Context: an optimization exercise on an open-source flow, tuned for small area. The choices shown serve that exercise and are no tape-out recipe. RTL that was checked went through simulation tests only; none was proved equivalent to the original. Power is estimated from default activity; no workload was simulated.

Setup of run K:
==> flow/design.v <==
package frame_ctrl_pkg;
    typedef logic [32-1:0] addr_t;
    typedef logic [7:0] byte_t;
    typedef logic [8*9-1:0] fm_word_t;
    typedef logic [8-1:0] buf_addr_t;
    typedef logic [7:0] frm_idx_t;
    typedef struct packed {
        logic [7:0] rsvd;
        addr_t saddr;
        logic [7:0] tag;
        logic dm_type;  
        logic [23-1:0] btt;
    } dm_cmd_t;
    typedef struct packed {
        logic en;
        buf_addr_t addr;
        fm_word_t data;
    } fm_wr_t;
    typedef enum logic [2:0] {IDLE, LOAD, CORE, SAVE, FINISH} seq_state_e;
    typedef enum logic [1:0] {STOP, CMD, XFER} eng_state_e;
endpackage
`timescale 1ns/1ps
module frame_ctrl_top (
    input  logic                                              clk,
    input  logic                                              rst_n,
    input  logic                                              start,
    input  frame_ctrl_pkg::frm_idx_t                          frm_index,
    input  frame_ctrl_pkg::addr_t                             dma_addr,
    output logic                                              mm2s_cmd_valid,
    input  logic                                              mm2s_cmd_ready,
    output logic [71:0]                                       mm2s_cmd,
    input  logic                                              s_tvalid,
    output logic                                              s_tready,
    input  frame_ctrl_pkg::byte_t                             s_tdata,
    input  logic                                              s_tlast,
    output logic                                              s2mm_cmd_valid,
    input  logic                                              s2mm_cmd_ready,
    output logic [71:0]                                       s2mm_cmd,
    output logic                                              m_tvalid,
    input  logic                                              m_tready,
    output frame_ctrl_pkg::byte_t                             m_tdata,
    output logic                                              m_tkeep,
    output logic                                              m_tlast,
    output logic                                              core_valid,
    input  logic                                              core_finish,
    output logic [3*(8+8*9+1)-1:0] fm_wr,
    output logic [4*8-1:0]                 fm_rd_addr,
    input  logic [4*8*9-1:0]           fm_dout,
    output logic                                              irq
);
    localparam logic [3:0] S_IDLE  = 4'd0;
    localparam logic [3:0] S_GO    = 4'd1;   
    localparam logic [3:0] S_LCMD  = 4'd2;
    localparam logic [3:0] S_LXFER = 4'd3;
    localparam logic [3:0] S_CV    = 4'd4;   
    localparam logic [3:0] S_CW    = 4'd5;
    localparam logic [3:0] S_SGO   = 4'd6;
    localparam logic [3:0] S_SCMD  = 4'd7;
    localparam logic [3:0] S_SXFER = 4'd8;
    localparam logic [3:0] S_SDONE = 4'd9;
    localparam logic [3:0] S_FIN   = 4'd10;  
    logic [3:0] st, st_nx;
    logic lx, sx, beat;
    logic [8:0] bv;
    logic [4:0] w;
    logic       bz;
    logic [31:0] da;
    logic [7:0]  fi;
    logic [15:0] ahi;
    logic [7:0] sl [0:2][0:7];
    assign lx = (st == S_LXFER);
    assign sx = (st == S_SXFER);
    assign bz = (bv == 9'd0);
    assign mm2s_cmd_valid = (st == S_LCMD);
    assign s_tready       = lx;
    assign core_valid     = (st == S_CV);
    assign s2mm_cmd_valid = (st == S_SCMD);
    assign irq            = (st == S_FIN);
    assign m_tvalid       = sx && !bz;
    assign beat = s_tvalid && lx;
    always_comb begin
        st_nx = st;
        case (st)
            S_IDLE:  if (start) st_nx = S_GO;
            S_GO:    st_nx = S_LCMD;
            S_LCMD:  if (mm2s_cmd_ready) st_nx = S_LXFER;
            S_LXFER: if (s_tvalid && s_tlast) st_nx = S_CV;
            S_CV,
            S_CW:    st_nx = core_finish ? S_SGO : S_CW;
            S_SGO:   st_nx = S_SCMD;
            S_SCMD:  if (s2mm_cmd_ready) st_nx = S_SXFER;
            S_SXFER: if (m_tvalid && m_tready && m_tlast) st_nx = S_SDONE;
            S_SDONE: st_nx = S_FIN;
            default: st_nx = S_IDLE;
        endcase
    end
    always_ff @(posedge clk or negedge rst_n) begin
        if (!rst_n) st <= S_IDLE;
        else        st <= st_nx;
    end
    always_ff @(posedge clk) begin
        if (st == S_GO) da <= dma_addr;
    end
    always_ff @(posedge clk) begin
        if (st == S_GO)      fi <= frm_index;
        else if (st == S_CV) fi <= 8'(17);
    end
    assign ahi = da[31:16] + {6'd0, fi, 2'b00} + {7'd0, fi, 1'b0};
    assign mm2s_cmd = {8'h00, ahi, da[15:0], 8'h00, 1'b0, 23'(100)};
    assign s2mm_cmd = {8'h00, ahi, da[15:0], 8'h00, 1'b0, 23'(288)};
    always_ff @(posedge clk or negedge rst_n) begin
        if (!rst_n) begin
            bv <= '0;
            w  <= '0;
        end else if (lx) begin
            if (s_tvalid) begin
                if (s_tlast) begin
                    bv <= '0;
                    w  <= '0;
                end else if (w[2:1] == 2'd2) begin
                    w[2:1] <= 2'd0;
                    bv     <= bz ? 9'd1 : (bv[7] ? 9'd0 : {bv[7:0], 1'b0});
                    if (bv[7]) w[4:3] <= w[4:3] + 1'b1;
                end else begin
                    w[2:1] <= w[2:1] + 1'b1;
                end
            end
        end else if (bz) begin
            if (sx) bv <= 9'd1;
        end else if (m_tready) begin
            bv <= {bv[7:0], 1'b0};
            if (bv[8]) w <= w + 1'b1;
        end
    end
    logic [3:0] lcol;    
    logic [8:0] lslot;   
    always_comb begin
        for (int j = 0; j < 3; j++) lcol[j] = (w[2:1] == 2'(j));
        lcol[3] = 1'b0;
        lslot = {bv[7:0], bz};
    end
    for (genvar j = 0; j < 3; j++) begin : g_col
        for (genvar i = 0; i < 8; i++) begin : g_slot
            if (i < 6) begin : g_plain
                always_ff @(posedge clk) begin
                    if (beat && lcol[j] && lslot[i]) sl[j][i] <= s_tdata;
                end
            end else begin : g_clr
                always_ff @(posedge clk) begin
                    if (beat && lcol[j] && (lslot[i] || lslot[8]))
                        sl[j][i] <= lslot[8] ? 8'h00 : s_tdata;
                end
            end
        end
    end
    logic [7:0] low_byte, p6_0;
    assign low_byte = s_tlast ? 8'h00 : s_tdata;
    assign p6_0     = sl[0][6] | (s_tlast ? s_tdata : 8'h00);
    assign fm_wr[80]      = beat && ((lcol[0] && lslot[8]) || s_tlast);
    assign fm_wr[79:72]   = {6'd0, w[4:3]};
    assign fm_wr[71:0]    = {sl[0][0], sl[0][1], sl[0][2], sl[0][3], sl[0][4], sl[0][5],
                             p6_0, sl[0][7], low_byte};
    assign fm_wr[161]     = beat && ((lcol[1] && lslot[8]) || s_tlast);
    assign fm_wr[160:153] = {6'd0, w[4:3]};
    assign fm_wr[152:81]  = {sl[1][0], sl[1][1], sl[1][2], sl[1][3], sl[1][4], sl[1][5],
                             sl[1][6], sl[1][7], low_byte};
    assign fm_wr[242]     = beat && ((lcol[2] && lslot[8]) || s_tlast);
    assign fm_wr[241:234] = {6'd0, w[4:3]};
    assign fm_wr[233:162] = {sl[2][0], sl[2][1], sl[2][2], sl[2][3], sl[2][4], sl[2][5],
                             sl[2][6], sl[2][7], low_byte};
    assign m_tlast = bv[8] && (w == 5'd31);
    assign m_tkeep = 1'b1;
    logic [3:0] scol;
    always_comb begin
        for (int c = 0; c < 4; c++) scol[c] = (w[2:1] == 2'(c));
        m_tdata = '0;
        for (int c = 0; c < 4; c++)
            for (int i = 0; i < 9; i++)
                m_tdata = m_tdata | ({8{scol[c] & bv[i]}} & fm_dout[72*c + 8*(8-i) +: 8]);
    end
    assign fm_rd_addr = {4{5'd0, w[4:3], w[0]}};
endmodule
export LEC_CHECK = 0
export CAP_MARGIN = 20
export CORE_AREA = 2 2 298 238
export DIE_AREA = 0 0 300 240
export SLEW_MARGIN = 20
create_clock -name core_clock -period 6.0 [get_ports {clk}]
standard.sh (not shown) runs the stock make flow with config.mk's settings and CLKGATE_MAP_FILE= SYNTH_SCRIPT=/design/flow/synth_recipe.tcl, a recipe that flattens the netlist after the stock synthesis.
==> flow/flow/run.sh <==
#!/bin/bash
# The standard layout (standard.sh: ORFS synthesis to finish) with three
# layout choices changed:
#  - port buffers use the smallest buffer cell instead of ORFS's default pick
#  - the clock tree uses clkbuf_8 with clusters of at most 16 sinks and no
#    dummy loads
#  - tie cells are not duplicated per load
# standard.sh's own output (every ORFS step) goes to standard.log here; ORFS
# writes each tool's full log under orfs/logs/.
export BUFFER_PORTS_ARGS="-buffer_cell sky130_fd_sc_hd__buf_1"
export CTS_ARGS="-sink_clustering_enable -repair_clock_nets -dont_use_dummy_load -buf_list sky130_fd_sc_hd__clkbuf_8 -sink_clustering_size 16 -sink_clustering_max_diameter 50"
export SKIP_REPAIR_TIE_FANOUT=1
bash standard.sh > standard.log 2>&1
Input changes introduced in run R (baseline for comparison: run K):
-- flow/design.v --
<<< run K, line 106
        else if (st == S_CV) fi <= 8'(17);
    end
    assign ahi = da[31:16] + {6'd0, fi, 2'b00} + {7'd0, fi, 1'b0};
    assign mm2s_cmd = {8'h00, ahi, da[15:0], 8'h00, 1'b0, 23'(100)};
    assign s2mm_cmd = {8'h00, ahi, da[15:0], 8'h00, 1'b0, 23'(288)};
>>> run R, line 106
        else if (st == S_CV) fi <= 8'(17);
    end
    logic [15:0] ax, ay, az, cs, cc;
    logic [16:0] rc;
    always_comb begin
        ax = da[31:16];
        ay = {6'd0, fi, 2'b00};
        az = {7'd0, fi, 1'b0};
        cs = ax ^ ay ^ az;
        cc = {(ax[14:0] & ay[14:0]) | (ax[14:0] & az[14:0]) | (ay[14:0] & az[14:0]), 1'b0};
        rc[0] = 1'b0;
        for (int i = 0; i < 16; i++) begin
            ahi[i]  = cs[i] ^ cc[i] ^ rc[i];
            rc[i+1] = (cs[i] & cc[i]) | (cs[i] & rc[i]) | (cc[i] & rc[i]);
        end
    end
    assign mm2s_cmd = {8'h00, ahi, da[15:0], 8'h00, 1'b0, 23'(100)};
    assign s2mm_cmd = {8'h00, ahi, da[15:0], 8'h00, 1'b0, 23'(288)};
- To summarise run R: no stage aborted, but the layout did not pass its checks, failing on negative setup slack.
- From run K to run R the numbers moved as follows: post-route cell area closely matched the old numbers, final total power decreased by about 7% relative to the old numbers.
- Number of buffers created by CTS: run K and run R compared, lower one is run K
- Compared with run K, run R shows a final period demand of the worst path that is 1870 ps higher.
- Run K and run R ended up with nearly the same wire length.
For run R, only the layout was checked, not whether the RTL still works.

[static timing again, ports no longer ideal]
Ports are ideal in the flow. The routed layouts listed here were re-timed in OpenROAD.
Step 1: set_driving_cell puts a clkbuf_16 on clk and a buf_2 on each other input, an assumption about the parent block.
Step 2 times the ports against the registers' clock, not the clock port: input delays grow and output delays shrink by t, the midpoint of the rising clock arrivals with the driver on.
a / b / c = ideal ports / drivers / drivers and shift; a / b = the first two.
| run | shift t [ns] | setup slack, ns | worst setup path after step 2 | slew at the worst register clock pin (ns) | cell pins on the clock port's net |
|---|---|---|---|---|---|
| run K | 0.612 | 1.300 / 1.248 / 1.440 | input to output | 0.10 / 0.10 | 1 |
| run R | 0.625 | -0.565 / -0.622 / 0.003 | register to output | 0.10 / 0.10 | 1 |
